This is an optimization exercise on Yosys and OpenROAD, whose aim is small area, not a production implementation.
At most, simulation tests tie the RTL to the original design; equivalence was not proved.
For run 1, only the layout was checked, not whether the RTL still works.
Power figures rest on the tool's default switching activity, not on a simulated workload.

==> flow/design.v, too long to show whole: its modules and the start of the top module <==
// module mac_pe: 72 lines
// module pe_sum_r0: 262 lines
// module pe_sum_r1: 316 lines
// module pe_sum_r2: 318 lines
// module pe_sum_r3: 320 lines
// module psum_resolve: 15 lines
// module r4sel: 11 lines
// module r4s8: 10 lines
// module r4s9: 8 lines
// module andn: 7 lines
// module fa1: 10 lines
// module ha1: 9 lines
// module han: 9 lines
// module xnor2m: 7 lines
// module or2m: 7 lines
// module skew_line: 26 lines
// module systolic_array: 66 lines
// module self_test_ctrl: 37 lines
// module stw_systolic_top: 95 lines
module stw_systolic_top #(
    parameter int ROWS = sa_cfg_pkg::DEF_ROWS,
    parameter int COLS = sa_cfg_pkg::DEF_COLS
) (
    input  logic                                clk,
    input  logic                                rst,
    input  logic                                weight_load,
    input  logic [COLS*sa_cfg_pkg::DATA_W-1:0]  weight_in,
    input  logic                                act_valid,
    input  logic [ROWS*sa_cfg_pkg::DATA_W-1:0]  act_in,
    output logic                                psum_valid,
    output logic [COLS*sa_cfg_pkg::ACC_W-1:0]   psum_out,
    input  logic [ROWS*COLS*2-1:0]              fault_inject,
    input  logic                                st_req,
    output logic                                st_ack,
    output logic                                st_busy,
    output logic [ROWS*COLS-1:0]                fault_map
);
  // ...
==> flow/flow/run.sh <==
#!/bin/bash
set -euo pipefail
here=$(pwd)

# Standard synthesis, unchanged
bash standard.sh synth > "$here/synth.log" 2>&1

# Floorplan to final layout
bash standard.sh finish \
  REMOVE_ABC_BUFFERS=1 \
  "POST_FLOORPLAN_TCL=$here/flow/post_floorplan.tcl" \
  "BUFFER_PORTS_ARGS=-buffer_cell sky130_fd_sc_hd__buf_1" \
  "CTS_ARGS=-sink_clustering_enable -repair_clock_nets -dont_use_dummy_load -buf_list sky130_fd_sc_hd__clkbuf_8 -sink_clustering_size 16 -sink_clustering_max_diameter 80" \
  > "$here/layout.log" 2>&1
==> flow/flow/README.md <==
# Layout flow

`run.sh` runs bench's `standard.sh`:

1. `standard.sh synth`: the standard synthesis, unchanged.
2. `standard.sh finish` with these ORFS settings changed:
   - `REMOVE_ABC_BUFFERS=1`: floorplan removes the buffers that synthesis
     inserted, instead of keeping them through timing repair.
   - `POST_FLOORPLAN_TCL=post_floorplan.tcl`: after that, every cell is put at
     the smallest-area variant of its function. Later repair (placement,
     CTS, global route) sizes up only what slew, capacitance or timing needs.
   - `BUFFER_PORTS_ARGS=-buffer_cell sky130_fd_sc_hd__buf_1`: every input and
     output port still gets a buffer, a small one.
   - `CTS_ARGS=...`: clock tree of clkbuf_8 cells over clusters of up to 16
     flip-flops, without dummy loads.

The clock period, constraints, power grid and tap cells are the standard ones.
Each call's output goes to `synth.log` and `layout.log` in the work folder;
ORFS keeps its per-step logs under `orfs/logs`.
==> flow/flow/post_floorplan.tcl <==
# Hook run at the end of ORFS floorplan (POST_FLOORPLAN_TCL): after the
# synthesis buffers are removed, put every cell at the smallest-area variant of
# its function. Placement, CTS and global-route repair then size up only what
# slew, capacitance or timing needs.
set n_swapped 0
set saved 0.0
set best [dict create]
foreach lc [get_lib_cells sky130_fd_sc_hd__*] {
  set name [get_name $lc]
  if { ![regexp {^(sky130_fd_sc_hd__.*)_([0-9]+)$} $name -> base drive] } { continue }
  if { [get_property $lc dont_use] } { continue }
  set area [get_property $lc area]
  if { [dict exists $best $base] } {
    lassign [dict get $best $base] bname barea bdrive
    if { $area > $barea } { continue }
    if { $area == $barea && ($drive == 0 || ($bdrive != 0 && $drive > $bdrive)) } { continue }
  }
  dict set best $base [list $name $area $drive]
}
foreach inst [get_cells *] {
  set ref [get_property $inst ref_name]
  if { ![regexp {^(sky130_fd_sc_hd__.*)_([0-9]+)$} $ref -> base drive] } { continue }
  if { ![dict exists $best $base] } { continue }
  lassign [dict get $best $base] bname barea bdrive
  if { $bname eq $ref } { continue }
  set old [get_property [get_lib_cells */$ref] area]
  if { $barea >= $old } { continue }
  replace_cell $inst $bname
  incr n_swapped
  set saved [expr { $saved + $old - $barea }]
}
puts "post_floorplan: resized $n_swapped cells to their smallest variant, [format %.1f $saved] um2 less"
==> flow/standard.sh <==
#!/bin/bash
# synth_recipe.tcl (not shown) runs the flow's synth.tcl, then flattens the netlist and writes it again
# the make line also repeats each setting of config.mk as NAME=value (left out here)
make -C /OpenROAD-flow-scripts/flow DESIGN_CONFIG=/design/flow/config.mk WORK_HOME=/design/flow/orfs CLKGATE_MAP_FILE= SYNTH_SCRIPT=/design/flow/synth_recipe.tcl "${@:-finish}"
==> flow/config.mk <==
export PLATFORM = sky130hd
export DESIGN_NAME = stw_systolic_top
export DESIGN_NICKNAME = stw_systolic_top
export VERILOG_FILES = /design/flow/design.v
export SDC_FILE = /design/flow/constraint.sdc
export NUM_CORES = 4
export LEC_CHECK = 0
export CAP_MARGIN = 20
export CORE_MARGIN = 2
export CORE_UTILIZATION = 40
export SLEW_MARGIN = 20
export SYNTH_HIERARCHICAL = 1
export SYNTH_MINIMUM_KEEP_SIZE = 0
==> flow/constraint.sdc <==
create_clock -name core_clock -period 9.0 [get_ports {clk}]
set_input_delay 1.8000 -clock core_clock [delete_from_list [all_inputs] [get_ports {clk}]]
set_output_delay 1.8000 -clock core_clock [all_outputs]
set_load 0.01 [all_outputs]
==> out/results.ini, run 1 <==
[status]
status = no timing/DRC/antenna violations

[sta]
final-hold-violation-count = 0
setup_viol = 0
whs_ps = 272
max_freq_ghz = 0.116
final_max_slew_viol_count = 0
skew_ps = 81.3

[cts]
clk_pin_slew_worst_paths_ps = 100
cts.hold.buffers_added = 0
cts-root-buf = clkbuf_8
cts_sinks = 791
cts_inserted_buffers = 69
cts_tree = done

[finish]
fin_cells = 5152
nNonClkBuffers = 360
final-nonclk-buf-share_pct = 4.16
fill_cells = 11400
seq_cells = 791

[detailed_routing]
wl_met2_mm = 49.9
wl_met1_mm = 50.4
highest_layer = met5

[place]
post-place-ws_ps = 319

[pwr]
switching_share_pct = 32.6
total_power_mw = 9.62
power_clock_mw = 1.82
p_switching_mw = 3.14

[synth]
yosys_warnings = 27
syn_avg_cell_area_um2 = 13.8

[grt]
grt_antenna_before_repair = 6
grt_max_degree = 66
grt.met1_usage_pct = 26.2
grt_pass1_vias = 29400
grtUsageMet3_pct = 2.76
grt_pass1_wl_mm = 175

[critical_path]
crit_top_cell = fa_1
cp_slowest_cell = edfxtp_1

[floorplan]
n_tap_cell = 1612
core_area_um2 = 119000

[job]
drv_cap = 0

==> module pe_sum_r0, before the edit <==
module pe_sum_r0 (
    input  logic [7:0]  a,      
    input  logic        kill,   
    input  logic [7:0]  w,      
    input  logic        g,      
    input  logic        k35,    
    input  logic        k24,    
    input  logic        u,      
    output logic [15:0] ns,     
    output logic        ncout   
);
    logic s1;
    logic c2;
    logic s3;
    logic c4;
    logic s5;
    logic c6;
    logic s7;
    logic c8;
    logic s9;
    logic c10;
    logic s11;
    logic c12;
    logic s13;
    logic c14;
    logic s15;
    logic c16;
    logic d1_17;
    logic d2_18;
    logic d3_19;
    logic np20;
    logic np21;
    logic nq22;
    logic np23;
    logic nq24;
    logic np25;
    logic nq26;
    logic np27;
    logic nq28;
    logic np29;
    logic nq30;
    logic np31;
    logic nq32;
    logic np33;
    logic nq34;
    logic np35;
    logic np36;
    logic d1_37;
    logic d2_38;
    logic d3_39;
    logic np40;
    logic np41;
    logic np42;
    logic np43;
    logic np44;
    logic np45;
    logic np46;
    logic np47;
    logic np48;
    logic np49;
    logic d1_50;
    logic d2_51;
    logic d3_52;
    logic np53;
    logic np54;
    logic np55;
    logic np56;
    logic np57;
    logic np58;
    logic np59;
    logic np60;
    logic np61;
    logic np62;
    logic d1_63;
    logic d2_64;
    logic d3_65;
    logic np66;
    logic np67;
    logic np68;
    logic np69;
    logic np70;
    logic np71;
    logic np72;
    logic np73;
    logic np74;
    logic np75;
    logic s76;
    logic c77;
    logic s78;
    logic c79;
    logic s80;
    logic c81;
    logic s82;
    logic c83;
    logic s84;
    logic c85;
    logic s86;
    logic c87;
    logic s88;
    logic c89;
    logic s90;
    logic c91;
    logic s92;
    logic c93;
    logic s94;
    logic c95;
    logic s96;
    logic c97;
    logic s98;
    logic c99;
    logic s100;
    logic c101;
    logic s102;
    logic c103;
    logic s104;
    logic c105;
    logic s106;
    logic c107;
    logic s108;
    logic c109;
    logic s110;
    logic c111;
    logic s112;
    logic c113;
    logic s114;
    logic c115;
    logic s116;
    logic c117;
    logic s118;
    logic c119;
    logic s120;
    logic c121;
    logic s122;
    logic c123;
    logic s124;
    logic c125;
    logic s126;
    logic c127;
    logic s128;
    logic c129;
    logic s130;
    logic c131;
    logic s132;
    logic c133;
    logic x134;
    ha1 u_s1 (.a(w[1]), .b(w[0]), .s(s1), .co(c2));
    fa1 u_s3 (.a(w[2]), .b(w[1]), .ci(c2), .s(s3), .co(c4));
    fa1 u_s5 (.a(w[3]), .b(w[2]), .ci(c4), .s(s5), .co(c6));
    fa1 u_s7 (.a(w[4]), .b(w[3]), .ci(c6), .s(s7), .co(c8));
    fa1 u_s9 (.a(w[5]), .b(w[4]), .ci(c8), .s(s9), .co(c10));
    fa1 u_s11 (.a(w[6]), .b(w[5]), .ci(c10), .s(s11), .co(c12));
    fa1 u_s13 (.a(w[7]), .b(w[6]), .ci(c12), .s(s13), .co(c14));
    ha1 u_s15 (.a(w[7]), .b(c14), .s(s15), .co(c16));
    logic nk;
    assign nk = ~kill;
    assign d1_17 = a[0] & ~a[1] & nk;
    assign d2_18 = ~a[0] & a[1] & nk;
    assign d3_19 = a[0] & a[1] & nk;
    assign np20 = ~((((a[0] & nk & w[0]) | k35) ^ u) | g);
    r4sel u_nq22 (.d1(d1_17), .d2(d2_18), .d3(d3_19), .x(w[1]), .y(w[0]), .z(s1), .np(nq22));
    andn u_np21 (.a(nq22), .f(g | k35), .y(np21));
    r4sel u_nq24 (.d1(d1_17), .d2(d2_18), .d3(d3_19), .x(w[2]), .y(w[1]), .z(s3), .np(nq24));
    andn u_np23 (.a(nq24), .f(g), .y(np23));
    r4sel u_nq26 (.d1(d1_17), .d2(d2_18), .d3(d3_19), .x(w[3]), .y(w[2]), .z(s5), .np(nq26));
    andn u_np25 (.a(nq26), .f(g | k24), .y(np25));
    r4sel u_nq28 (.d1(d1_17), .d2(d2_18), .d3(d3_19), .x(w[4]), .y(w[3]), .z(s7), .np(nq28));
    andn u_np27 (.a(nq28), .f(g | k24), .y(np27));
    r4sel u_nq30 (.d1(d1_17), .d2(d2_18), .d3(d3_19), .x(w[5]), .y(w[4]), .z(s9), .np(nq30));
    andn u_np29 (.a(nq30), .f(g | k35), .y(np29));
    r4sel u_nq32 (.d1(d1_17), .d2(d2_18), .d3(d3_19), .x(w[6]), .y(w[5]), .z(s11), .np(nq32));
    andn u_np31 (.a(nq32), .f(g), .y(np31));
    r4sel u_nq34 (.d1(d1_17), .d2(d2_18), .d3(d3_19), .x(w[7]), .y(w[6]), .z(s13), .np(nq34));
    andn u_np33 (.a(nq34), .f(g), .y(np33));
    r4s8 u_np35 (.d2(d2_18), .d3(d3_19), .y(w[7]), .z(s15), .f(g), .np(np35));
    r4s9 u_np36 (.d3(d3_19), .z(c16), .f(g), .np(np36));
    assign d1_37 = a[2] & ~a[3] & nk;
    assign d2_38 = ~a[2] & a[3] & nk;
    assign d3_39 = a[2] & a[3] & nk;
    assign np40 = ~((a[2] & nk & w[0]));
    r4sel u_np41 (.d1(d1_37), .d2(d2_38), .d3(d3_39), .x(w[1]), .y(w[0]), .z(s1), .np(np41));
    r4sel u_np42 (.d1(d1_37), .d2(d2_38), .d3(d3_39), .x(w[2]), .y(w[1]), .z(s3), .np(np42));
    r4sel u_np43 (.d1(d1_37), .d2(d2_38), .d3(d3_39), .x(w[3]), .y(w[2]), .z(s5), .np(np43));
    r4sel u_np44 (.d1(d1_37), .d2(d2_38), .d3(d3_39), .x(w[4]), .y(w[3]), .z(s7), .np(np44));
    r4sel u_np45 (.d1(d1_37), .d2(d2_38), .d3(d3_39), .x(w[5]), .y(w[4]), .z(s9), .np(np45));
    r4sel u_np46 (.d1(d1_37), .d2(d2_38), .d3(d3_39), .x(w[6]), .y(w[5]), .z(s11), .np(np46));
    r4sel u_np47 (.d1(d1_37), .d2(d2_38), .d3(d3_39), .x(w[7]), .y(w[6]), .z(s13), .np(np47));
    r4s8 u_np48 (.d2(d2_38), .d3(d3_39), .y(w[7]), .z(s15), .f(g), .np(np48));
    r4s9 u_np49 (.d3(d3_39), .z(c16), .f(g), .np(np49));
    assign d1_50 = a[4] & ~a[5] & nk;
    assign d2_51 = ~a[4] & a[5] & nk;
    assign d3_52 = a[4] & a[5] & nk;
    assign np53 = ~((a[4] & nk & w[0]));
    r4sel u_np54 (.d1(d1_50), .d2(d2_51), .d3(d3_52), .x(w[1]), .y(w[0]), .z(s1), .np(np54));
    r4sel u_np55 (.d1(d1_50), .d2(d2_51), .d3(d3_52), .x(w[2]), .y(w[1]), .z(s3), .np(np55));
    r4sel u_np56 (.d1(d1_50), .d2(d2_51), .d3(d3_52), .x(w[3]), .y(w[2]), .z(s5), .np(np56));
    r4sel u_np57 (.d1(d1_50), .d2(d2_51), .d3(d3_52), .x(w[4]), .y(w[3]), .z(s7), .np(np57));
    r4sel u_np58 (.d1(d1_50), .d2(d2_51), .d3(d3_52), .x(w[5]), .y(w[4]), .z(s9), .np(np58));
    r4sel u_np59 (.d1(d1_50), .d2(d2_51), .d3(d3_52), .x(w[6]), .y(w[5]), .z(s11), .np(np59));
    r4sel u_np60 (.d1(d1_50), .d2(d2_51), .d3(d3_52), .x(w[7]), .y(w[6]), .z(s13), .np(np60));
    r4s8 u_np61 (.d2(d2_51), .d3(d3_52), .y(w[7]), .z(s15), .f(g), .np(np61));
    r4s9 u_np62 (.d3(d3_52), .z(c16), .f(g), .np(np62));
    assign d1_63 = a[6] & ~a[7] & nk;
    assign d2_64 = ~a[6] & a[7] & nk;
    assign d3_65 = a[6] & a[7] & nk;
    assign np66 = ~((a[6] & nk & w[0]));
    r4sel u_np67 (.d1(d1_63), .d2(d2_64), .d3(d3_65), .x(w[1]), .y(w[0]), .z(s1), .np(np67));
    r4sel u_np68 (.d1(d1_63), .d2(d2_64), .d3(d3_65), .x(w[2]), .y(w[1]), .z(s3), .np(np68));
    r4sel u_np69 (.d1(d1_63), .d2(d2_64), .d3(d3_65), .x(w[3]), .y(w[2]), .z(s5), .np(np69));
    r4sel u_np70 (.d1(d1_63), .d2(d2_64), .d3(d3_65), .x(w[4]), .y(w[3]), .z(s7), .np(np70));
    r4sel u_np71 (.d1(d1_63), .d2(d2_64), .d3(d3_65), .x(w[5]), .y(w[4]), .z(s9), .np(np71));
    r4sel u_np72 (.d1(d1_63), .d2(d2_64), .d3(d3_65), .x(w[6]), .y(w[5]), .z(s11), .np(np72));
    r4sel u_np73 (.d1(d1_63), .d2(d2_64), .d3(d3_65), .x(w[7]), .y(w[6]), .z(s13), .np(np73));
    r4s8 u_np74 (.d2(d2_64), .d3(d3_65), .y(w[7]), .z(s15), .f(g), .np(np74));
    r4s9 u_np75 (.d3(d3_65), .z(c16), .f(g), .np(np75));
    han u_s76 (.a(np31), .b(np44), .s(s76), .co(c77));
    fa1 u_s78 (.a(np33), .b(np45), .ci(np56), .s(s78), .co(c79));
    fa1 u_s80 (.a(np35), .b(np46), .ci(np57), .s(s80), .co(c81));
    fa1 u_s82 (.a(np36), .b(np47), .ci(np58), .s(s82), .co(c83));
    han u_s84 (.a(np48), .b(np59), .s(s84), .co(c85));
    han u_s86 (.a(np49), .b(np60), .s(s86), .co(c87));
    han u_s88 (.a(np27), .b(np42), .s(s88), .co(c89));
    fa1 u_s90 (.a(np29), .b(np43), .ci(np54), .s(s90), .co(c91));
    fa1 u_s92 (.a(s76), .b(np55), .ci(np66), .s(s92), .co(c93));
    fa1 u_s94 (.a(c77), .b(s78), .ci(np67), .s(s94), .co(c95));
    fa1 u_s96 (.a(c79), .b(s80), .ci(np68), .s(s96), .co(c97));
    fa1 u_s98 (.a(c81), .b(s82), .ci(np69), .s(s98), .co(c99));
    fa1 u_s100 (.a(c83), .b(s84), .ci(np70), .s(s100), .co(c101));
    fa1 u_s102 (.a(c85), .b(s86), .ci(np71), .s(s102), .co(c103));
    fa1 u_s104 (.a(c87), .b(np61), .ci(np72), .s(s104), .co(c105));
    han u_s106 (.a(np62), .b(np73), .s(s106), .co(c107));
    han u_s108 (.a(np23), .b(np40), .s(s108), .co(c109));
    fa1 u_s110 (.a(np25), .b(np41), .ci(c109), .s(s110), .co(c111));
    fa1 u_s112 (.a(s88), .b(np53), .ci(c111), .s(s112), .co(c113));
    fa1 u_s114 (.a(c89), .b(s90), .ci(c113), .s(s114), .co(c115));
    fa1 u_s116 (.a(c91), .b(s92), .ci(c115), .s(s116), .co(c117));
    fa1 u_s118 (.a(c93), .b(s94), .ci(c117), .s(s118), .co(c119));
    fa1 u_s120 (.a(c95), .b(s96), .ci(c119), .s(s120), .co(c121));
    han u_s122 (.a(c97), .b(s98), .s(s122), .co(c123));
    fa1 u_s124 (.a(c99), .b(s100), .ci(c123), .s(s124), .co(c125));
    fa1 u_s126 (.a(c101), .b(s102), .ci(c125), .s(s126), .co(c127));
    fa1 u_s128 (.a(c103), .b(s104), .ci(c127), .s(s128), .co(c129));
    fa1 u_s130 (.a(c105), .b(s106), .ci(c129), .s(s130), .co(c131));
    fa1 u_s132 (.a(c107), .b(np74), .ci(c131), .s(s132), .co(c133));
    assign x134 = ~(np75 ^ c133);
    assign ns[0] = np20;
    assign ns[1] = np21;
    assign ns[2] = s108;
    assign ns[3] = s110;
    assign ns[4] = s112;
    assign ns[5] = s114;
    assign ns[6] = s116;
    assign ns[7] = s118;
    assign ns[8] = s120;
    assign ns[9] = s122;
    assign ns[10] = s124;
    assign ns[11] = s126;
    assign ns[12] = s128;
    assign ns[13] = s130;
    assign ns[14] = s132;
    assign ns[15] = x134;
    assign ncout = c121;
endmodule
==> module psum_resolve, before the edit <==
module psum_resolve (
    input  logic [17:0] ns,
    input  logic        nc,
    output logic [17:0] y
);
    logic [17:0] s;
    logic [18:9] cy;
    assign s = ~ns;
    assign y[8:0] = s[8:0];
    assign cy[9] = ~nc;
    for (genvar i = 9; i < 18; i++) begin : g_inc
        assign y[i]    = s[i] ^ cy[i];
        assign cy[i+1] = s[i] & cy[i];
    end
endmodule
==> run 2, diff against run 1 <==
--- a/flow/design.v
+++ b/flow/design.v
@@ -300,45 +300,45 @@
     r4sel u_np68 (.d1(d1_63), .d2(d2_64), .d3(d3_65), .x(w[2]), .y(w[1]), .z(s3), .np(np68));
     r4sel u_np69 (.d1(d1_63), .d2(d2_64), .d3(d3_65), .x(w[3]), .y(w[2]), .z(s5), .np(np69));
     r4sel u_np70 (.d1(d1_63), .d2(d2_64), .d3(d3_65), .x(w[4]), .y(w[3]), .z(s7), .np(np70));
     r4sel u_np71 (.d1(d1_63), .d2(d2_64), .d3(d3_65), .x(w[5]), .y(w[4]), .z(s9), .np(np71));
     r4sel u_np72 (.d1(d1_63), .d2(d2_64), .d3(d3_65), .x(w[6]), .y(w[5]), .z(s11), .np(np72));
     r4sel u_np73 (.d1(d1_63), .d2(d2_64), .d3(d3_65), .x(w[7]), .y(w[6]), .z(s13), .np(np73));
     r4s8 u_np74 (.d2(d2_64), .d3(d3_65), .y(w[7]), .z(s15), .f(g), .np(np74));
     r4s9 u_np75 (.d3(d3_65), .z(c16), .f(g), .np(np75));
-    han u_s76 (.a(np31), .b(np44), .s(s76), .co(c77));
-    fa1 u_s78 (.a(np33), .b(np45), .ci(np56), .s(s78), .co(c79));
-    fa1 u_s80 (.a(np35), .b(np46), .ci(np57), .s(s80), .co(c81));
-    fa1 u_s82 (.a(np36), .b(np47), .ci(np58), .s(s82), .co(c83));
-    han u_s84 (.a(np48), .b(np59), .s(s84), .co(c85));
-    han u_s86 (.a(np49), .b(np60), .s(s86), .co(c87));
-    han u_s88 (.a(np27), .b(np42), .s(s88), .co(c89));
-    fa1 u_s90 (.a(np29), .b(np43), .ci(np54), .s(s90), .co(c91));
-    fa1 u_s92 (.a(s76), .b(np55), .ci(np66), .s(s92), .co(c93));
-    fa1 u_s94 (.a(c77), .b(s78), .ci(np67), .s(s94), .co(c95));
-    fa1 u_s96 (.a(c79), .b(s80), .ci(np68), .s(s96), .co(c97));
-    fa1 u_s98 (.a(c81), .b(s82), .ci(np69), .s(s98), .co(c99));
-    fa1 u_s100 (.a(c83), .b(s84), .ci(np70), .s(s100), .co(c101));
-    fa1 u_s102 (.a(c85), .b(s86), .ci(np71), .s(s102), .co(c103));
-    fa1 u_s104 (.a(c87), .b(np61), .ci(np72), .s(s104), .co(c105));
-    han u_s106 (.a(np62), .b(np73), .s(s106), .co(c107));
+    fa1 u_s76 (.a(np27), .b(np42), .ci(np53), .s(s76), .co(c77));
+    fa1 u_s78 (.a(np29), .b(np43), .ci(np54), .s(s78), .co(c79));
+    fa1 u_s80 (.a(np44), .b(np55), .ci(np66), .s(s80), .co(c81));
+    fa1 u_s82 (.a(np31), .b(c79), .ci(s80), .s(s82), .co(c83));
+    fa1 u_s84 (.a(np45), .b(np56), .ci(np67), .s(s84), .co(c85));
+    fa1 u_s86 (.a(c81), .b(s84), .ci(np33), .s(s86), .co(c87));
+    fa1 u_s88 (.a(np57), .b(np68), .ci(np46), .s(s88), .co(c89));
+    fa1 u_s90 (.a(c85), .b(s88), .ci(np35), .s(s90), .co(c91));
+    fa1 u_s92 (.a(np58), .b(np69), .ci(np47), .s(s92), .co(c93));
+    fa1 u_s94 (.a(c89), .b(np36), .ci(s92), .s(s94), .co(c95));
+    fa1 u_s96 (.a(np70), .b(np59), .ci(np48), .s(s96), .co(c97));
+    fa1 u_s98 (.a(c93), .b(s96), .ci(c95), .s(s98), .co(c99));
+    fa1 u_s100 (.a(np71), .b(np60), .ci(np49), .s(s100), .co(c101));
+    fa1 u_s102 (.a(c97), .b(s100), .ci(c99), .s(s102), .co(c103));
+    fa1 u_s104 (.a(np72), .b(np61), .ci(c101), .s(s104), .co(c105));
+    fa1 u_s106 (.a(np73), .b(np62), .ci(c105), .s(s106), .co(c107));
     han u_s108 (.a(np23), .b(np40), .s(s108), .co(c109));
     fa1 u_s110 (.a(np25), .b(np41), .ci(c109), .s(s110), .co(c111));
-    fa1 u_s112 (.a(s88), .b(np53), .ci(c111), .s(s112), .co(c113));
-    fa1 u_s114 (.a(c89), .b(s90), .ci(c113), .s(s114), .co(c115));
-    fa1 u_s116 (.a(c91), .b(s92), .ci(c115), .s(s116), .co(c117));
-    fa1 u_s118 (.a(c93), .b(s94), .ci(c117), .s(s118), .co(c119));
-    fa1 u_s120 (.a(c95), .b(s96), .ci(c119), .s(s120), .co(c121));
-    han u_s122 (.a(c97), .b(s98), .s(s122), .co(c123));
-    fa1 u_s124 (.a(c99), .b(s100), .ci(c123), .s(s124), .co(c125));
-    fa1 u_s126 (.a(c101), .b(s102), .ci(c125), .s(s126), .co(c127));
-    fa1 u_s128 (.a(c103), .b(s104), .ci(c127), .s(s128), .co(c129));
-    fa1 u_s130 (.a(c105), .b(s106), .ci(c129), .s(s130), .co(c131));
-    fa1 u_s132 (.a(c107), .b(np74), .ci(c131), .s(s132), .co(c133));
+    han u_s112 (.a(s76), .b(c111), .s(s112), .co(c113));
+    fa1 u_s114 (.a(c77), .b(s78), .ci(c113), .s(s114), .co(c115));
+    han u_s116 (.a(s82), .b(c115), .s(s116), .co(c117));
+    fa1 u_s118 (.a(c83), .b(s86), .ci(c117), .s(s118), .co(c119));
+    fa1 u_s120 (.a(c87), .b(s90), .ci(c119), .s(s120), .co(c121));
+    fa1 u_s122 (.a(c91), .b(s94), .ci(c121), .s(s122), .co(c123));
+    han u_s124 (.a(s98), .b(c123), .s(s124), .co(c125));
+    han u_s126 (.a(s102), .b(c125), .s(s126), .co(c127));
+    han u_s128 (.a(c103), .b(s104), .s(s128), .co(c129));
+    han u_s130 (.a(s106), .b(c129), .s(s130), .co(c131));
+    fa1 u_s132 (.a(np74), .b(c107), .ci(c131), .s(s132), .co(c133));
     assign x134 = ~(np75 ^ c133);
     assign ns[0] = np20;
     assign ns[1] = np21;
     assign ns[2] = s108;
     assign ns[3] = s110;
     assign ns[4] = s112;
     assign ns[5] = s114;
     assign ns[6] = s116;
@@ -346,17 +346,17 @@
     assign ns[8] = s120;
     assign ns[9] = s122;
     assign ns[10] = s124;
     assign ns[11] = s126;
     assign ns[12] = s128;
     assign ns[13] = s130;
     assign ns[14] = s132;
     assign ns[15] = x134;
-    assign ncout = c121;
+    assign ncout = c127;
 endmodule
 module pe_sum_r1 (
     input  logic [7:0]  a,      
     input  logic        kill,   
     input  logic [7:0]  w,      
     input  logic        g,      
     input  logic        k35,    
     input  logic        k24,    
@@ -598,62 +598,62 @@
     r4sel u_np68 (.d1(d1_63), .d2(d2_64), .d3(d3_65), .x(w[2]), .y(w[1]), .z(s3), .np(np68));
     r4sel u_np69 (.d1(d1_63), .d2(d2_64), .d3(d3_65), .x(w[3]), .y(w[2]), .z(s5), .np(np69));
     r4sel u_np70 (.d1(d1_63), .d2(d2_64), .d3(d3_65), .x(w[4]), .y(w[3]), .z(s7), .np(np70));
     r4sel u_np71 (.d1(d1_63), .d2(d2_64), .d3(d3_65), .x(w[5]), .y(w[4]), .z(s9), .np(np71));
     r4sel u_np72 (.d1(d1_63), .d2(d2_64), .d3(d3_65), .x(w[6]), .y(w[5]), .z(s11), .np(np72));
     r4sel u_np73 (.d1(d1_63), .d2(d2_64), .d3(d3_65), .x(w[7]), .y(w[6]), .z(s13), .np(np73));
     r4s8 u_np74 (.d2(d2_64), .d3(d3_65), .y(w[7]), .z(s15), .f(g), .np(np74));
     r4s9 u_np75 (.d3(d3_65), .z(c16), .f(g), .np(np75));
-    han u_s76 (.a(np31), .b(np44), .s(s76), .co(c77));
-    fa1 u_s78 (.a(np33), .b(np45), .ci(np56), .s(s78), .co(c79));
-    fa1 u_s80 (.a(np35), .b(np46), .ci(np57), .s(s80), .co(c81));
-    fa1 u_s82 (.a(np36), .b(np47), .ci(np58), .s(s82), .co(c83));
-    han u_s84 (.a(np48), .b(np59), .s(s84), .co(c85));
-    han u_s86 (.a(np49), .b(np60), .s(s86), .co(c87));
-    han u_s88 (.a(np27), .b(np42), .s(s88), .co(c89));
-    fa1 u_s90 (.a(np29), .b(np43), .ci(np54), .s(s90), .co(c91));
-    fa1 u_s92 (.a(s76), .b(np55), .ci(np66), .s(s92), .co(c93));
-    fa1 u_s94 (.a(c77), .b(s78), .ci(np67), .s(s94), .co(c95));
-    fa1 u_s96 (.a(c79), .b(s80), .ci(np68), .s(s96), .co(c97));
-    fa1 u_s98 (.a(c81), .b(s82), .ci(np69), .s(s98), .co(c99));
-    fa1 u_s100 (.a(c83), .b(s84), .ci(np70), .s(s100), .co(c101));
-    fa1 u_s102 (.a(c85), .b(s86), .ci(np71), .s(s102), .co(c103));
-    fa1 u_s104 (.a(c87), .b(np61), .ci(np72), .s(s104), .co(c105));
-    han u_s106 (.a(np62), .b(np73), .s(s106), .co(c107));
-    han u_s108 (.a(np23), .b(np40), .s(s108), .co(c109));
-    fa1 u_s110 (.a(np25), .b(np41), .ci(ntop[3]), .s(s110), .co(c111));
-    fa1 u_s112 (.a(s88), .b(np53), .ci(ntop[4]), .s(s112), .co(c113));
-    fa1 u_s114 (.a(c89), .b(s90), .ci(ntop[5]), .s(s114), .co(c115));
-    fa1 u_s116 (.a(c91), .b(s92), .ci(ntop[6]), .s(s116), .co(c117));
-    fa1 u_s118 (.a(c93), .b(s94), .ci(ntop[7]), .s(s118), .co(c119));
-    fa1 u_s120 (.a(c95), .b(s96), .ci(ntop[8]), .s(s120), .co(c121));
-    fa1 u_s122 (.a(c97), .b(s98), .ci(ntop[9]), .s(s122), .co(c123));
-    fa1 u_s124 (.a(c99), .b(s100), .ci(ntop[10]), .s(s124), .co(c125));
-    fa1 u_s126 (.a(c101), .b(s102), .ci(ntop[11]), .s(s126), .co(c127));
-    fa1 u_s128 (.a(c103), .b(s104), .ci(ntop[12]), .s(s128), .co(c129));
-    fa1 u_s130 (.a(c105), .b(s106), .ci(ntop[13]), .s(s130), .co(c131));
-    fa1 u_s132 (.a(c107), .b(np74), .ci(ntop[14]), .s(s132), .co(c133));
-    han u_s134 (.a(np75), .b(ntop[15]), .s(s134), .co(c135));
+    fa1 u_s76 (.a(ntop[2]), .b(np23), .ci(np40), .s(s76), .co(c77));
+    fa1 u_s78 (.a(ntop[3]), .b(np25), .ci(np41), .s(s78), .co(c79));
+    fa1 u_s80 (.a(ntop[4]), .b(np27), .ci(np42), .s(s80), .co(c81));
+    fa1 u_s82 (.a(np53), .b(c79), .ci(s80), .s(s82), .co(c83));
+    fa1 u_s84 (.a(ntop[5]), .b(np29), .ci(np43), .s(s84), .co(c85));
+    fa1 u_s86 (.a(np54), .b(c81), .ci(s84), .s(s86), .co(c87));
+    fa1 u_s88 (.a(ntop[6]), .b(np44), .ci(np55), .s(s88), .co(c89));
+    fa1 u_s90 (.a(np66), .b(np31), .ci(c85), .s(s90), .co(c91));
+    fa1 u_s92 (.a(s88), .b(c87), .ci(s90), .s(s92), .co(c93));
+    fa1 u_s94 (.a(ntop[7]), .b(np45), .ci(np56), .s(s94), .co(c95));
+    fa1 u_s96 (.a(np67), .b(c89), .ci(s94), .s(s96), .co(c97));
+    fa1 u_s98 (.a(np33), .b(c91), .ci(s96), .s(s98), .co(c99));
+    fa1 u_s100 (.a(ntop[8]), .b(np57), .ci(np68), .s(s100), .co(c101));
+    fa1 u_s102 (.a(np46), .b(c95), .ci(s100), .s(s102), .co(c103));
+    fa1 u_s104 (.a(c97), .b(s102), .ci(np35), .s(s104), .co(c105));
+    fa1 u_s106 (.a(ntop[9]), .b(np58), .ci(np69), .s(s106), .co(c107));
+    fa1 u_s108 (.a(c101), .b(s106), .ci(np47), .s(s108), .co(c109));
+    fa1 u_s110 (.a(c103), .b(np36), .ci(s108), .s(s110), .co(c111));
+    fa1 u_s112 (.a(ntop[10]), .b(np70), .ci(np59), .s(s112), .co(c113));
+    fa1 u_s114 (.a(c107), .b(s112), .ci(np48), .s(s114), .co(c115));
+    fa1 u_s116 (.a(c109), .b(s114), .ci(c111), .s(s116), .co(c117));
+    fa1 u_s118 (.a(ntop[11]), .b(np71), .ci(np60), .s(s118), .co(c119));
+    fa1 u_s120 (.a(c113), .b(np49), .ci(s118), .s(s120), .co(c121));
+    fa1 u_s122 (.a(c115), .b(s120), .ci(c117), .s(s122), .co(c123));
+    fa1 u_s124 (.a(ntop[12]), .b(np72), .ci(np61), .s(s124), .co(c125));
+    fa1 u_s126 (.a(c119), .b(s124), .ci(c121), .s(s126), .co(c127));
+    fa1 u_s128 (.a(ntop[13]), .b(np73), .ci(np62), .s(s128), .co(c129));
+    fa1 u_s130 (.a(c125), .b(s128), .ci(c127), .s(s130), .co(c131));
+    fa1 u_s132 (.a(ntop[14]), .b(np74), .ci(c129), .s(s132), .co(c133));
+    fa1 u_s134 (.a(ntop[15]), .b(np75), .ci(c133), .s(s134), .co(c135));
     han u_s136 (.a(np20), .b(ntop[0]), .s(s136), .co(c137));
     fa1 u_s138 (.a(np21), .b(ntop[1]), .ci(c137), .s(s138), .co(c139));
-    fa1 u_s140 (.a(s108), .b(ntop[2]), .ci(c139), .s(s140), .co(c141));
-    fa1 u_s142 (.a(c109), .b(s110), .ci(c141), .s(s142), .co(c143));
-    fa1 u_s144 (.a(c111), .b(s112), .ci(c143), .s(s144), .co(c145));
-    fa1 u_s146 (.a(c113), .b(s114), .ci(c145), .s(s146), .co(c147));
-    fa1 u_s148 (.a(c115), .b(s116), .ci(c147), .s(s148), .co(c149));
-    fa1 u_s150 (.a(c117), .b(s118), .ci(c149), .s(s150), .co(c151));
-    fa1 u_s152 (.a(c119), .b(s120), .ci(c151), .s(s152), .co(c153));
-    fa1 u_s154 (.a(c121), .b(s122), .ci(ncin), .s(s154), .co(c155));
-    fa1 u_s156 (.a(c123), .b(s124), .ci(c155), .s(s156), .co(c157));
-    fa1 u_s158 (.a(c125), .b(s126), .ci(c157), .s(s158), .co(c159));
-    fa1 u_s160 (.a(c127), .b(s128), .ci(c159), .s(s160), .co(c161));
-    fa1 u_s162 (.a(c129), .b(s130), .ci(c161), .s(s162), .co(c163));
+    han u_s140 (.a(s76), .b(c139), .s(s140), .co(c141));
+    fa1 u_s142 (.a(c77), .b(s78), .ci(c141), .s(s142), .co(c143));
+    han u_s144 (.a(s82), .b(c143), .s(s144), .co(c145));
+    fa1 u_s146 (.a(c83), .b(s86), .ci(c145), .s(s146), .co(c147));
+    han u_s148 (.a(s92), .b(c147), .s(s148), .co(c149));
+    fa1 u_s150 (.a(c93), .b(s98), .ci(c149), .s(s150), .co(c151));
+    fa1 u_s152 (.a(c99), .b(s104), .ci(c151), .s(s152), .co(c153));
+    fa1 u_s154 (.a(c105), .b(s110), .ci(c153), .s(s154), .co(c155));
+    han u_s156 (.a(s116), .b(c155), .s(s156), .co(c157));
+    han u_s158 (.a(s122), .b(c157), .s(s158), .co(c159));
+    fa1 u_s160 (.a(c123), .b(s126), .ci(ncin), .s(s160), .co(c161));
+    han u_s162 (.a(s130), .b(c161), .s(s162), .co(c163));
     fa1 u_s164 (.a(c131), .b(s132), .ci(c163), .s(s164), .co(c165));
-    fa1 u_s166 (.a(c133), .b(s134), .ci(c165), .s(s166), .co(c167));
+    han u_s166 (.a(s134), .b(c165), .s(s166), .co(c167));
     assign x168 = ~(c135 ^ c167);
     assign ns[0] = s136;
     assign ns[1] = s138;
     assign ns[2] = s140;
     assign ns[3] = s142;
     assign ns[4] = s144;
     assign ns[5] = s146;
     assign ns[6] = s148;
@@ -662,17 +662,17 @@
     assign ns[9] = s154;
     assign ns[10] = s156;
     assign ns[11] = s158;
     assign ns[12] = s160;
     assign ns[13] = s162;
     assign ns[14] = s164;
     assign ns[15] = s166;
     assign ns[16] = x168;
-    assign ncout = c153;
+    assign ncout = c159;
 endmodule
 module pe_sum_r2 (
     input  logic [7:0]  a,      
     input  logic        kill,   
     input  logic [7:0]  w,      
     input  logic        g,      
     input  logic        k35,    
     input  logic        k24,    
@@ -915,63 +915,63 @@
     r4sel u_np68 (.d1(d1_63), .d2(d2_64), .d3(d3_65), .x(w[2]), .y(w[1]), .z(s3), .np(np68));
     r4sel u_np69 (.d1(d1_63), .d2(d2_64), .d3(d3_65), .x(w[3]), .y(w[2]), .z(s5), .np(np69));
     r4sel u_np70 (.d1(d1_63), .d2(d2_64), .d3(d3_65), .x(w[4]), .y(w[3]), .z(s7), .np(np70));
     r4sel u_np71 (.d1(d1_63), .d2(d2_64), .d3(d3_65), .x(w[5]), .y(w[4]), .z(s9), .np(np71));
     r4sel u_np72 (.d1(d1_63), .d2(d2_64), .d3(d3_65), .x(w[6]), .y(w[5]), .z(s11), .np(np72));
     r4sel u_np73 (.d1(d1_63), .d2(d2_64), .d3(d3_65), .x(w[7]), .y(w[6]), .z(s13), .np(np73));
     r4s8 u_np74 (.d2(d2_64), .d3(d3_65), .y(w[7]), .z(s15), .f(g), .np(np74));
     r4s9 u_np75 (.d3(d3_65), .z(c16), .f(g), .np(np75));
-    han u_s76 (.a(np31), .b(np44), .s(s76), .co(c77));
-    fa1 u_s78 (.a(np33), .b(np45), .ci(np56), .s(s78), .co(c79));
-    fa1 u_s80 (.a(np35), .b(np46), .ci(np57), .s(s80), .co(c81));
-    fa1 u_s82 (.a(np36), .b(np47), .ci(np58), .s(s82), .co(c83));
-    han u_s84 (.a(np48), .b(np59), .s(s84), .co(c85));
-    han u_s86 (.a(np49), .b(np60), .s(s86), .co(c87));
-    han u_s88 (.a(np27), .b(np42), .s(s88), .co(c89));
-    fa1 u_s90 (.a(np29), .b(np43), .ci(np54), .s(s90), .co(c91));
-    fa1 u_s92 (.a(s76), .b(np55), .ci(np66), .s(s92), .co(c93));
-    fa1 u_s94 (.a(c77), .b(s78), .ci(np67), .s(s94), .co(c95));
-    fa1 u_s96 (.a(c79), .b(s80), .ci(np68), .s(s96), .co(c97));
-    fa1 u_s98 (.a(c81), .b(s82), .ci(np69), .s(s98), .co(c99));
-    fa1 u_s100 (.a(c83), .b(s84), .ci(np70), .s(s100), .co(c101));
-    fa1 u_s102 (.a(c85), .b(s86), .ci(np71), .s(s102), .co(c103));
-    fa1 u_s104 (.a(c87), .b(np61), .ci(np72), .s(s104), .co(c105));
-    han u_s106 (.a(np62), .b(np73), .s(s106), .co(c107));
-    han u_s108 (.a(np23), .b(np40), .s(s108), .co(c109));
-    fa1 u_s110 (.a(np25), .b(np41), .ci(ntop[3]), .s(s110), .co(c111));
-    fa1 u_s112 (.a(s88), .b(np53), .ci(ntop[4]), .s(s112), .co(c113));
-    fa1 u_s114 (.a(c89), .b(s90), .ci(ntop[5]), .s(s114), .co(c115));
-    fa1 u_s116 (.a(c91), .b(s92), .ci(ntop[6]), .s(s116), .co(c117));
-    fa1 u_s118 (.a(c93), .b(s94), .ci(ntop[7]), .s(s118), .co(c119));
-    fa1 u_s120 (.a(c95), .b(s96), .ci(ntop[8]), .s(s120), .co(c121));
-    fa1 u_s122 (.a(c97), .b(s98), .ci(ntop[9]), .s(s122), .co(c123));
-    fa1 u_s124 (.a(c99), .b(s100), .ci(ntop[10]), .s(s124), .co(c125));
-    fa1 u_s126 (.a(c101), .b(s102), .ci(ntop[11]), .s(s126), .co(c127));
-    fa1 u_s128 (.a(c103), .b(s104), .ci(ntop[12]), .s(s128), .co(c129));
-    fa1 u_s130 (.a(c105), .b(s106), .ci(ntop[13]), .s(s130), .co(c131));
-    fa1 u_s132 (.a(c107), .b(np74), .ci(ntop[14]), .s(s132), .co(c133));
-    han u_s134 (.a(np75), .b(ntop[15]), .s(s134), .co(c135));
+    fa1 u_s76 (.a(ntop[2]), .b(np23), .ci(np40), .s(s76), .co(c77));
+    fa1 u_s78 (.a(ntop[3]), .b(np25), .ci(np41), .s(s78), .co(c79));
+    fa1 u_s80 (.a(ntop[4]), .b(np27), .ci(np42), .s(s80), .co(c81));
+    fa1 u_s82 (.a(np53), .b(c79), .ci(s80), .s(s82), .co(c83));
+    fa1 u_s84 (.a(ntop[5]), .b(np29), .ci(np43), .s(s84), .co(c85));
+    fa1 u_s86 (.a(np54), .b(c81), .ci(s84), .s(s86), .co(c87));
+    fa1 u_s88 (.a(ntop[6]), .b(np44), .ci(np55), .s(s88), .co(c89));
+    fa1 u_s90 (.a(np66), .b(np31), .ci(c85), .s(s90), .co(c91));
+    fa1 u_s92 (.a(s88), .b(c87), .ci(s90), .s(s92), .co(c93));
+    fa1 u_s94 (.a(ntop[7]), .b(np45), .ci(np56), .s(s94), .co(c95));
+    fa1 u_s96 (.a(np67), .b(c89), .ci(s94), .s(s96), .co(c97));
+    fa1 u_s98 (.a(np33), .b(c91), .ci(s96), .s(s98), .co(c99));
+    fa1 u_s100 (.a(ntop[8]), .b(np57), .ci(np68), .s(s100), .co(c101));
+    fa1 u_s102 (.a(np46), .b(c95), .ci(s100), .s(s102), .co(c103));
+    fa1 u_s104 (.a(c97), .b(s102), .ci(np35), .s(s104), .co(c105));
+    fa1 u_s106 (.a(ntop[9]), .b(np58), .ci(np69), .s(s106), .co(c107));
+    fa1 u_s108 (.a(c101), .b(s106), .ci(np47), .s(s108), .co(c109));
+    fa1 u_s110 (.a(c103), .b(np36), .ci(s108), .s(s110), .co(c111));
+    fa1 u_s112 (.a(ntop[10]), .b(np70), .ci(np59), .s(s112), .co(c113));
+    fa1 u_s114 (.a(c107), .b(s112), .ci(np48), .s(s114), .co(c115));
+    fa1 u_s116 (.a(c109), .b(s114), .ci(c111), .s(s116), .co(c117));
+    fa1 u_s118 (.a(ntop[11]), .b(np71), .ci(np60), .s(s118), .co(c119));
+    fa1 u_s120 (.a(c113), .b(np49), .ci(s118), .s(s120), .co(c121));
+    fa1 u_s122 (.a(c115), .b(s120), .ci(c117), .s(s122), .co(c123));
+    fa1 u_s124 (.a(ntop[12]), .b(np72), .ci(np61), .s(s124), .co(c125));
+    fa1 u_s126 (.a(c119), .b(s124), .ci(c121), .s(s126), .co(c127));
+    fa1 u_s128 (.a(ntop[13]), .b(np73), .ci(np62), .s(s128), .co(c129));
+    fa1 u_s130 (.a(c125), .b(s128), .ci(c127), .s(s130), .co(c131));
+    fa1 u_s132 (.a(ntop[14]), .b(np74), .ci(c129), .s(s132), .co(c133));
+    fa1 u_s134 (.a(ntop[15]), .b(np75), .ci(c133), .s(s134), .co(c135));
     han u_s136 (.a(np20), .b(ntop[0]), .s(s136), .co(c137));
     fa1 u_s138 (.a(np21), .b(ntop[1]), .ci(c137), .s(s138), .co(c139));
-    fa1 u_s140 (.a(s108), .b(ntop[2]), .ci(c139), .s(s140), .co(c141));
-    fa1 u_s142 (.a(c109), .b(s110), .ci(c141), .s(s142), .co(c143));
-    fa1 u_s144 (.a(c111), .b(s112), .ci(c143), .s(s144), .co(c145));
-    fa1 u_s146 (.a(c113), .b(s114), .ci(c145), .s(s146), .co(c147));
-    fa1 u_s148 (.a(c115), .b(s116), .ci(c147), .s(s148), .co(c149));
-    fa1 u_s150 (.a(c117), .b(s118), .ci(c149), .s(s150), .co(c151));
-    fa1 u_s152 (.a(c119), .b(s120), .ci(c151), .s(s152), .co(c153));
-    fa1 u_s154 (.a(c121), .b(s122), .ci(ncin), .s(s154), .co(c155));
-    fa1 u_s156 (.a(c123), .b(s124), .ci(c155), .s(s156), .co(c157));
-    fa1 u_s158 (.a(c125), .b(s126), .ci(c157), .s(s158), .co(c159));
-    fa1 u_s160 (.a(c127), .b(s128), .ci(c159), .s(s160), .co(c161));
-    fa1 u_s162 (.a(c129), .b(s130), .ci(c161), .s(s162), .co(c163));
+    han u_s140 (.a(s76), .b(c139), .s(s140), .co(c141));
+    fa1 u_s142 (.a(c77), .b(s78), .ci(c141), .s(s142), .co(c143));
+    han u_s144 (.a(s82), .b(c143), .s(s144), .co(c145));
+    fa1 u_s146 (.a(c83), .b(s86), .ci(c145), .s(s146), .co(c147));
+    han u_s148 (.a(s92), .b(c147), .s(s148), .co(c149));
+    fa1 u_s150 (.a(c93), .b(s98), .ci(c149), .s(s150), .co(c151));
+    fa1 u_s152 (.a(c99), .b(s104), .ci(c151), .s(s152), .co(c153));
+    fa1 u_s154 (.a(c105), .b(s110), .ci(c153), .s(s154), .co(c155));
+    han u_s156 (.a(s116), .b(c155), .s(s156), .co(c157));
+    han u_s158 (.a(s122), .b(c157), .s(s158), .co(c159));
+    fa1 u_s160 (.a(c123), .b(s126), .ci(ncin), .s(s160), .co(c161));
+    han u_s162 (.a(s130), .b(c161), .s(s162), .co(c163));
     fa1 u_s164 (.a(c131), .b(s132), .ci(c163), .s(s164), .co(c165));
-    fa1 u_s166 (.a(c133), .b(s134), .ci(c165), .s(s166), .co(c167));
-    fa1 u_s168 (.a(c135), .b(ntop[16]), .ci(c167), .s(s168), .co(c169));
+    han u_s166 (.a(s134), .b(c165), .s(s166), .co(c167));
+    fa1 u_s168 (.a(ntop[16]), .b(c135), .ci(c167), .s(s168), .co(c169));
     assign ns[0] = s136;
     assign ns[1] = s138;
     assign ns[2] = s140;
     assign ns[3] = s142;
     assign ns[4] = s144;
     assign ns[5] = s146;
     assign ns[6] = s148;
     assign ns[7] = s150;
@@ -980,17 +980,17 @@
     assign ns[10] = s156;
     assign ns[11] = s158;
     assign ns[12] = s160;
     assign ns[13] = s162;
     assign ns[14] = s164;
     assign ns[15] = s166;
     assign ns[16] = s168;
     assign ns[17] = c169;
-    assign ncout = c153;
+    assign ncout = c159;
 endmodule
 module pe_sum_r3 (
     input  logic [7:0]  a,      
     input  logic        kill,   
     input  logic [7:0]  w,      
     input  logic        g,      
     input  logic        k35,    
     input  logic        k24,    
@@ -1234,63 +1234,63 @@
     r4sel u_np68 (.d1(d1_63), .d2(d2_64), .d3(d3_65), .x(w[2]), .y(w[1]), .z(s3), .np(np68));
     r4sel u_np69 (.d1(d1_63), .d2(d2_64), .d3(d3_65), .x(w[3]), .y(w[2]), .z(s5), .np(np69));
     r4sel u_np70 (.d1(d1_63), .d2(d2_64), .d3(d3_65), .x(w[4]), .y(w[3]), .z(s7), .np(np70));
     r4sel u_np71 (.d1(d1_63), .d2(d2_64), .d3(d3_65), .x(w[5]), .y(w[4]), .z(s9), .np(np71));
     r4sel u_np72 (.d1(d1_63), .d2(d2_64), .d3(d3_65), .x(w[6]), .y(w[5]), .z(s11), .np(np72));
     r4sel u_np73 (.d1(d1_63), .d2(d2_64), .d3(d3_65), .x(w[7]), .y(w[6]), .z(s13), .np(np73));
     r4s8 u_np74 (.d2(d2_64), .d3(d3_65), .y(w[7]), .z(s15), .f(g), .np(np74));
     r4s9 u_np75 (.d3(d3_65), .z(c16), .f(g), .np(np75));
-    han u_s76 (.a(np31), .b(np44), .s(s76), .co(c77));
-    fa1 u_s78 (.a(np33), .b(np45), .ci(np56), .s(s78), .co(c79));
-    fa1 u_s80 (.a(np35), .b(np46), .ci(np57), .s(s80), .co(c81));
-    fa1 u_s82 (.a(np36), .b(np47), .ci(np58), .s(s82), .co(c83));
-    han u_s84 (.a(np48), .b(np59), .s(s84), .co(c85));
-    han u_s86 (.a(np49), .b(np60), .s(s86), .co(c87));
-    han u_s88 (.a(np27), .b(np42), .s(s88), .co(c89));
-    fa1 u_s90 (.a(np29), .b(np43), .ci(np54), .s(s90), .co(c91));
-    fa1 u_s92 (.a(s76), .b(np55), .ci(np66), .s(s92), .co(c93));
-    fa1 u_s94 (.a(c77), .b(s78), .ci(np67), .s(s94), .co(c95));
-    fa1 u_s96 (.a(c79), .b(s80), .ci(np68), .s(s96), .co(c97));
-    fa1 u_s98 (.a(c81), .b(s82), .ci(np69), .s(s98), .co(c99));
-    fa1 u_s100 (.a(c83), .b(s84), .ci(np70), .s(s100), .co(c101));
-    fa1 u_s102 (.a(c85), .b(s86), .ci(np71), .s(s102), .co(c103));
-    fa1 u_s104 (.a(c87), .b(np61), .ci(np72), .s(s104), .co(c105));
-    han u_s106 (.a(np62), .b(np73), .s(s106), .co(c107));
-    han u_s108 (.a(np23), .b(np40), .s(s108), .co(c109));
-    fa1 u_s110 (.a(np25), .b(np41), .ci(ntop[3]), .s(s110), .co(c111));
-    fa1 u_s112 (.a(s88), .b(np53), .ci(ntop[4]), .s(s112), .co(c113));
-    fa1 u_s114 (.a(c89), .b(s90), .ci(ntop[5]), .s(s114), .co(c115));
-    fa1 u_s116 (.a(c91), .b(s92), .ci(ntop[6]), .s(s116), .co(c117));
-    fa1 u_s118 (.a(c93), .b(s94), .ci(ntop[7]), .s(s118), .co(c119));
-    fa1 u_s120 (.a(c95), .b(s96), .ci(ntop[8]), .s(s120), .co(c121));
-    fa1 u_s122 (.a(c97), .b(s98), .ci(ntop[9]), .s(s122), .co(c123));
-    fa1 u_s124 (.a(c99), .b(s100), .ci(ntop[10]), .s(s124), .co(c125));
-    fa1 u_s126 (.a(c101), .b(s102), .ci(ntop[11]), .s(s126), .co(c127));
-    fa1 u_s128 (.a(c103), .b(s104), .ci(ntop[12]), .s(s128), .co(c129));
-    fa1 u_s130 (.a(c105), .b(s106), .ci(ntop[13]), .s(s130), .co(c131));
-    fa1 u_s132 (.a(c107), .b(np74), .ci(ntop[14]), .s(s132), .co(c133));
-    han u_s134 (.a(np75), .b(ntop[15]), .s(s134), .co(c135));
+    fa1 u_s76 (.a(ntop[2]), .b(np23), .ci(np40), .s(s76), .co(c77));
+    fa1 u_s78 (.a(ntop[3]), .b(np25), .ci(np41), .s(s78), .co(c79));
+    fa1 u_s80 (.a(ntop[4]), .b(np27), .ci(np42), .s(s80), .co(c81));
+    fa1 u_s82 (.a(np53), .b(c79), .ci(s80), .s(s82), .co(c83));
+    fa1 u_s84 (.a(ntop[5]), .b(np29), .ci(np43), .s(s84), .co(c85));
+    fa1 u_s86 (.a(np54), .b(c81), .ci(s84), .s(s86), .co(c87));
+    fa1 u_s88 (.a(ntop[6]), .b(np44), .ci(np55), .s(s88), .co(c89));
+    fa1 u_s90 (.a(np66), .b(np31), .ci(c85), .s(s90), .co(c91));
+    fa1 u_s92 (.a(s88), .b(c87), .ci(s90), .s(s92), .co(c93));
+    fa1 u_s94 (.a(ntop[7]), .b(np45), .ci(np56), .s(s94), .co(c95));
+    fa1 u_s96 (.a(np67), .b(c89), .ci(s94), .s(s96), .co(c97));
+    fa1 u_s98 (.a(np33), .b(c91), .ci(s96), .s(s98), .co(c99));
+    fa1 u_s100 (.a(ntop[8]), .b(np57), .ci(np68), .s(s100), .co(c101));
+    fa1 u_s102 (.a(np46), .b(c95), .ci(s100), .s(s102), .co(c103));
+    fa1 u_s104 (.a(c97), .b(s102), .ci(np35), .s(s104), .co(c105));
+    fa1 u_s106 (.a(ntop[9]), .b(np58), .ci(np69), .s(s106), .co(c107));
+    fa1 u_s108 (.a(c101), .b(s106), .ci(np47), .s(s108), .co(c109));
+    fa1 u_s110 (.a(c103), .b(np36), .ci(s108), .s(s110), .co(c111));
+    fa1 u_s112 (.a(ntop[10]), .b(np70), .ci(np59), .s(s112), .co(c113));
+    fa1 u_s114 (.a(c107), .b(s112), .ci(np48), .s(s114), .co(c115));
+    fa1 u_s116 (.a(c109), .b(s114), .ci(c111), .s(s116), .co(c117));
+    fa1 u_s118 (.a(ntop[11]), .b(np71), .ci(np60), .s(s118), .co(c119));
+    fa1 u_s120 (.a(c113), .b(np49), .ci(s118), .s(s120), .co(c121));
+    fa1 u_s122 (.a(c115), .b(s120), .ci(c117), .s(s122), .co(c123));
+    fa1 u_s124 (.a(ntop[12]), .b(np72), .ci(np61), .s(s124), .co(c125));
+    fa1 u_s126 (.a(c119), .b(s124), .ci(c121), .s(s126), .co(c127));
+    fa1 u_s128 (.a(ntop[13]), .b(np73), .ci(np62), .s(s128), .co(c129));
+    fa1 u_s130 (.a(c125), .b(s128), .ci(c127), .s(s130), .co(c131));
+    fa1 u_s132 (.a(ntop[14]), .b(np74), .ci(c129), .s(s132), .co(c133));
+    fa1 u_s134 (.a(ntop[15]), .b(np75), .ci(c133), .s(s134), .co(c135));
     han u_s136 (.a(np20), .b(ntop[0]), .s(s136), .co(c137));
     fa1 u_s138 (.a(np21), .b(ntop[1]), .ci(c137), .s(s138), .co(c139));
-    fa1 u_s140 (.a(s108), .b(ntop[2]), .ci(c139), .s(s140), .co(c141));
-    fa1 u_s142 (.a(c109), .b(s110), .ci(c141), .s(s142), .co(c143));
-    fa1 u_s144 (.a(c111), .b(s112), .ci(c143), .s(s144), .co(c145));
-    fa1 u_s146 (.a(c113), .b(s114), .ci(c145), .s(s146), .co(c147));
-    fa1 u_s148 (.a(c115), .b(s116), .ci(c147), .s(s148), .co(c149));
-    fa1 u_s150 (.a(c117), .b(s118), .ci(c149), .s(s150), .co(c151));
-    fa1 u_s152 (.a(c119), .b(s120), .ci(c151), .s(s152), .co(c153));
-    fa1 u_s154 (.a(c121), .b(s122), .ci(ncin), .s(s154), .co(c155));
-    fa1 u_s156 (.a(c123), .b(s124), .ci(c155), .s(s156), .co(c157));
-    fa1 u_s158 (.a(c125), .b(s126), .ci(c157), .s(s158), .co(c159));
-    fa1 u_s160 (.a(c127), .b(s128), .ci(c159), .s(s160), .co(c161));
-    fa1 u_s162 (.a(c129), .b(s130), .ci(c161), .s(s162), .co(c163));
+    han u_s140 (.a(s76), .b(c139), .s(s140), .co(c141));
+    fa1 u_s142 (.a(c77), .b(s78), .ci(c141), .s(s142), .co(c143));
+    han u_s144 (.a(s82), .b(c143), .s(s144), .co(c145));
+    fa1 u_s146 (.a(c83), .b(s86), .ci(c145), .s(s146), .co(c147));
+    han u_s148 (.a(s92), .b(c147), .s(s148), .co(c149));
+    fa1 u_s150 (.a(c93), .b(s98), .ci(c149), .s(s150), .co(c151));
+    fa1 u_s152 (.a(c99), .b(s104), .ci(c151), .s(s152), .co(c153));
+    fa1 u_s154 (.a(c105), .b(s110), .ci(c153), .s(s154), .co(c155));
+    han u_s156 (.a(s116), .b(c155), .s(s156), .co(c157));
+    han u_s158 (.a(s122), .b(c157), .s(s158), .co(c159));
+    fa1 u_s160 (.a(c123), .b(s126), .ci(ncin), .s(s160), .co(c161));
+    han u_s162 (.a(s130), .b(c161), .s(s162), .co(c163));
     fa1 u_s164 (.a(c131), .b(s132), .ci(c163), .s(s164), .co(c165));
-    fa1 u_s166 (.a(c133), .b(s134), .ci(c165), .s(s166), .co(c167));
-    fa1 u_s168 (.a(c135), .b(ntop[16]), .ci(c167), .s(s168), .co(c169));
+    han u_s166 (.a(s134), .b(c165), .s(s166), .co(c167));
+    fa1 u_s168 (.a(ntop[16]), .b(c135), .ci(c167), .s(s168), .co(c169));
     assign x170 = ~(ntop[17] ^ c169);
     assign ns[0] = s136;
     assign ns[1] = s138;
     assign ns[2] = s140;
     assign ns[3] = s142;
     assign ns[4] = s144;
     assign ns[5] = s146;
     assign ns[6] = s148;
@@ -1300,29 +1300,29 @@
     assign ns[10] = s156;
     assign ns[11] = s158;
     assign ns[12] = s160;
     assign ns[13] = s162;
     assign ns[14] = s164;
     assign ns[15] = s166;
     assign ns[16] = s168;
     assign ns[17] = x170;
-    assign ncout = c153;
+    assign ncout = c159;
 endmodule
 module psum_resolve (
     input  logic [17:0] ns,
     input  logic        nc,
     output logic [17:0] y
 );
     logic [17:0] s;
-    logic [18:9] cy;
+    logic [18:12] cy;
     assign s = ~ns;
-    assign y[8:0] = s[8:0];
-    assign cy[9] = ~nc;
-    for (genvar i = 9; i < 18; i++) begin : g_inc
+    assign y[11:0] = s[11:0];
+    assign cy[12] = ~nc;
+    for (genvar i = 12; i < 18; i++) begin : g_inc
         assign y[i]    = s[i] ^ cy[i];
         assign cy[i+1] = s[i] & cy[i];
     end
 endmodule
 module r4sel (
     input  logic d1,
     input  logic d2,
     input  logic d3,
==> flow/config.mk (replaced) <==
export PLATFORM = sky130hd
export DESIGN_NAME = stw_systolic_top
export DESIGN_NICKNAME = stw_systolic_top
export VERILOG_FILES = /design/flow/design.v
export SDC_FILE = /design/flow/constraint.sdc
export NUM_CORES = 4
export LEC_CHECK = 0
export CAP_MARGIN = 20
export CORE_MARGIN = 2
export CORE_UTILIZATION = 40
export PLACE_DENSITY = 0.45
export SLEW_MARGIN = 20
export SYNTH_HIERARCHICAL = 1
export SYNTH_MINIMUM_KEEP_SIZE = 0
==> out/results.ini, run 2 <==
[grt]
grt_overflow = 0  ; unchanged
grt_antenna_before_repair = 5  ; was 6
grt_util_all_layers_pct = 19.4  ; was 18.2%
grt_max_degree = 66  ; unchanged
grt_pass1_wl_mm = 184  ; was 175 mm
grt_pass1_vias = 29500  ; was 29400

[detailed_routing]
viasPerCell = 5.64  ; was 5.59
ant_nets = 0  ; unchanged
wl_per_cell_um = 23.6  ; was 21.6 um
vias = 28300  ; was 28800
drtIter0Drc = 4658  ; was 5227
firstDrtPassIters = 12  ; was 17
drt_wl_total_mm = 119  ; was 111 mm
drc = 0  ; unchanged

[cts]
post_cts_buffers = 0  ; unchanged
cts_tree = done  ; unchanged
clk_latency_ps = 750  ; about the same
cts.hold.buffers_added = 0  ; unchanged
cts_resized = 0  ; unchanged
cts_inserted_buffers = 70  ; was 69
cts_sinks = 791  ; unchanged
cts-root-buf = clkbuf_8  ; unchanged
clock_tree.buffer_depth = 3  ; unchanged
clk_pin_slew_worst_paths_ps = 100  ; about the same
cts_max_level = 3  ; unchanged

[synth]
syn_avg_cell_area_um2 = 13.8  ; about the same
syn-instance-count = 3473  ; was 3485
yosys_warnings = 27  ; unchanged
synth.cell_area_um2 = 47900  ; was 48100 um2

[critical_path]
path_max_fanout = 10  ; unchanged
cp.depth = 18  ; was 21
critPathLaunchType = flip-flop  ; unchanged
cp_data_arrival_time_ps = 8060  ; was 9270 ps
critPathKind = reg2reg  ; unchanged
crit_top_cell = fa_1  ; unchanged
crit_buf_inv = 0  ; unchanged
reg2reg_depth = 18  ; was 21
cpPeakStageDelay_ps = 570  ; was 550 ps
cp-end-kind = flip-flop  ; unchanged
worstPathRequired_ps = 9660  ; was 9620 ps
path_delay_family = adder cells  ; unchanged
cp_cell_sequence = ha_1 -> fa_1 -> fa_1 -> fa_1 -> fa_1 -> fa_1 -> fa_1 -> a222oi_1 -> fa_1 -> fa_1 -> fa_1 -> fa_1 -> fa_1 -> or2_1 -> fa_1 -> or2_1 -> fa_1 -> xnor2_1  ; was ha_1 -> fa_1 -> fa_1 -> fa_1 -> fa_1 -> fa_1 -> fa_1 -> ha_1 -> a221oi_1 -> fa_1 -> fa_1 -> fa_1 -> fa_1 -> fa_1 -> fa_1 -> fa_1 -> fa_1 -> fa_1 -> fa_1 -> fa_1 -> xnor2_1
cp_slowest_cell = edfxtp_1  ; unchanged

[sta]
fin_crit_ps = 7400  ; was 8650 ps
max_freq_ghz = 0.135  ; was 0.116 GHz
rsz0062_at_grt = false  ; unchanged
setup_viol = 0  ; unchanged
worst_slew_pin_slew_ps = 1140  ; was 1040 ps
setup_ws_ps = 1600  ; was 350 ps
final-hold-violation-count = 0  ; unchanged
post-route-period-util_pct = 82.2  ; was 96.1%
relSlewSlack_pct = 24.0  ; was 30.5%
skew_ps = 95.7  ; was 81.3 ps
final_max_slew_viol_count = 0  ; unchanged
timing.setup.tns_ps = 0  ; unchanged
whs_ps = 279  ; was 272 ps

[place]
post-place-ws_ps = 953  ; was 319 ps
gp_congestion = 0.852  ; was 0.922
post-dp-hpwl_mm = 93.1  ; was 85.9 mm
port_buffers = 191  ; unchanged

[status]
status = no timing/DRC/antenna violations  ; unchanged

[finish]
layout.nets = 4222  ; was 4350
regMostFlops = u_array.g_row.g_col.u_pe.bottom_psum_n  ; unchanged
final_core_util_pct = 39.9  ; was 40.3%
final_cell_mix = 663 x dfxtp_1, 648 x fa_1, 448 x a222oi_1  ; unchanged
largest_register_ffs = 276  ; unchanged
final_common_cell = dfxtp_1  ; unchanged
drive_gt1_share_pct = 4.09  ; was 6.99%
area_growth_pct = -1.42  ; was 0.279%
top_regs = u_array.g_row.g_col.u_pe.bottom_psum_n x276, u_out_deskew.g_lane.g_sr.sr x180, u_array.g_row.g_col.u_pe.weight x128  ; unchanged

[min_path]
holdPathStages = 0  ; unchanged
hold_class = reg2reg  ; unchanged

[floorplan]
die_area_um2 = 123000  ; about the same
num_rows = 126  ; was 127
fp.dieH_um = 350  ; was 351 um
core_area_um2 = 118000  ; was 119000 um2
num_io_pins = 192  ; unchanged
die_w_um = 350  ; was 351 um
start_util_pct = 40.5  ; was 40.2%

[pwr]
ir_drop_mv = 0.120  ; was 0.111 mV
p_leak_nw = 14.7  ; was 15.2 nW
total_power_mw = 10.4  ; was 9.62 mW
p_per_area_nw_per_um2 = 219  ; was 200 nW/um2

[job]
drv_cap = 0  ; unchanged

## run 2: area by class of cell
cell class	instances	area (um2)
sequential	791	17100
fill	11300	71200
multi-input combinational	2213	25600
inverter	90	338
clock buffer	70	963
antenna	3	7.51
tap	1600	2000
timing repair buffer	255	1200
## run 2: routing by layer
layer | wire length [um] | global-route usage, % | up-vias
li1 | - | - | 12600
met1 | 58600 | 29.8 | 14300
met2 | 49700 | 27.8 | 1253
met3 | 6830 | 2.89 | 162
met4 | 3610 | 5.96 | 0
met5 | 0 | 0 | -
## run 2: worst register-to-register path, cell delays in order (launching register included)
cell and delay, ps:
edfxtp_1 570, ha_1 290, fa_1 380, fa_1 400
fa_1 390, fa_1 390, fa_1 390, fa_1 540
a222oi_1 380, fa_1 500, fa_1 390, fa_1 390
fa_1 400, fa_1 460, or2_1 260, fa_1 400
or2_1 270, fa_1 380, xnor2_1 190
## run 2: through the flow
step	cells	area, um2
floorplan	3094	45000
global placement	4949	46300
detailed placement	4949	46300
CTS	5019	47200
global route	5021	47200
finish	5022	47200
## run 2: report_power, final
group          switching, mW  internal, mW  total [mW]
clock network           1.15         0.694        1.84
logic                   1.69          1.48        3.17
registers              0.682          4.67        5.35
total                   3.52          6.84        10.4
## run 2: final timing paths
check	from	endpoint	slack [ps]
setup / recovery	u_array.g_row[3].g_col[3].u_pe.weight[1]	u_array.g_row[3].g_col[3].u_pe.bottom_psum_n[17]	1600
hold / removal	u_in_skew.g_lane[2].g_sr.sr[1]	u_in_skew.g_lane[2].g_sr.sr[9]	280
setup reg to reg	u_array.g_row[3].g_col[3].u_pe.weight[1]	u_array.g_row[3].g_col[3].u_pe.bottom_psum_n[17]	1600
hold reg to reg	u_in_skew.g_lane[2].g_sr.sr[1]	u_in_skew.g_lane[2].g_sr.sr[9]	280

## static timing again, ports no longer ideal
How much do the figures lean on ideal ports? The routed layouts below were timed once more, with nothing changed but the port constraints.
Step 1 sets driving cells, clkbuf_16 on the clock port and buf_2 on the other inputs (assumed; they add their load-dependent delay and slew).
Step 2 moves the port delays by t, midway between the first and last clock arrival at a register: inputs arrive t later, outputs are due t later. That takes back most of the time a late clock gives input paths.
Slacks: no drivers / after step 1 / after step 2; pairs: no drivers / after step 1.
| run | t, ns | setup slack, ns | worst register clock-pin slew, ns |
|---|---|---|---|
| run 1 | 0.773 | 0.350 / 0.350 / 0.350 | 0.11 / 0.11 |
| run 2 | 0.780 | 1.602 / 1.602 / 0.931 | 0.10 / 0.10 |
After both steps every run listed still meets setup and hold. The setup slack of run 2, which loses most, moves by 0.000 ns with the drivers and by -0.671 ns with both steps.
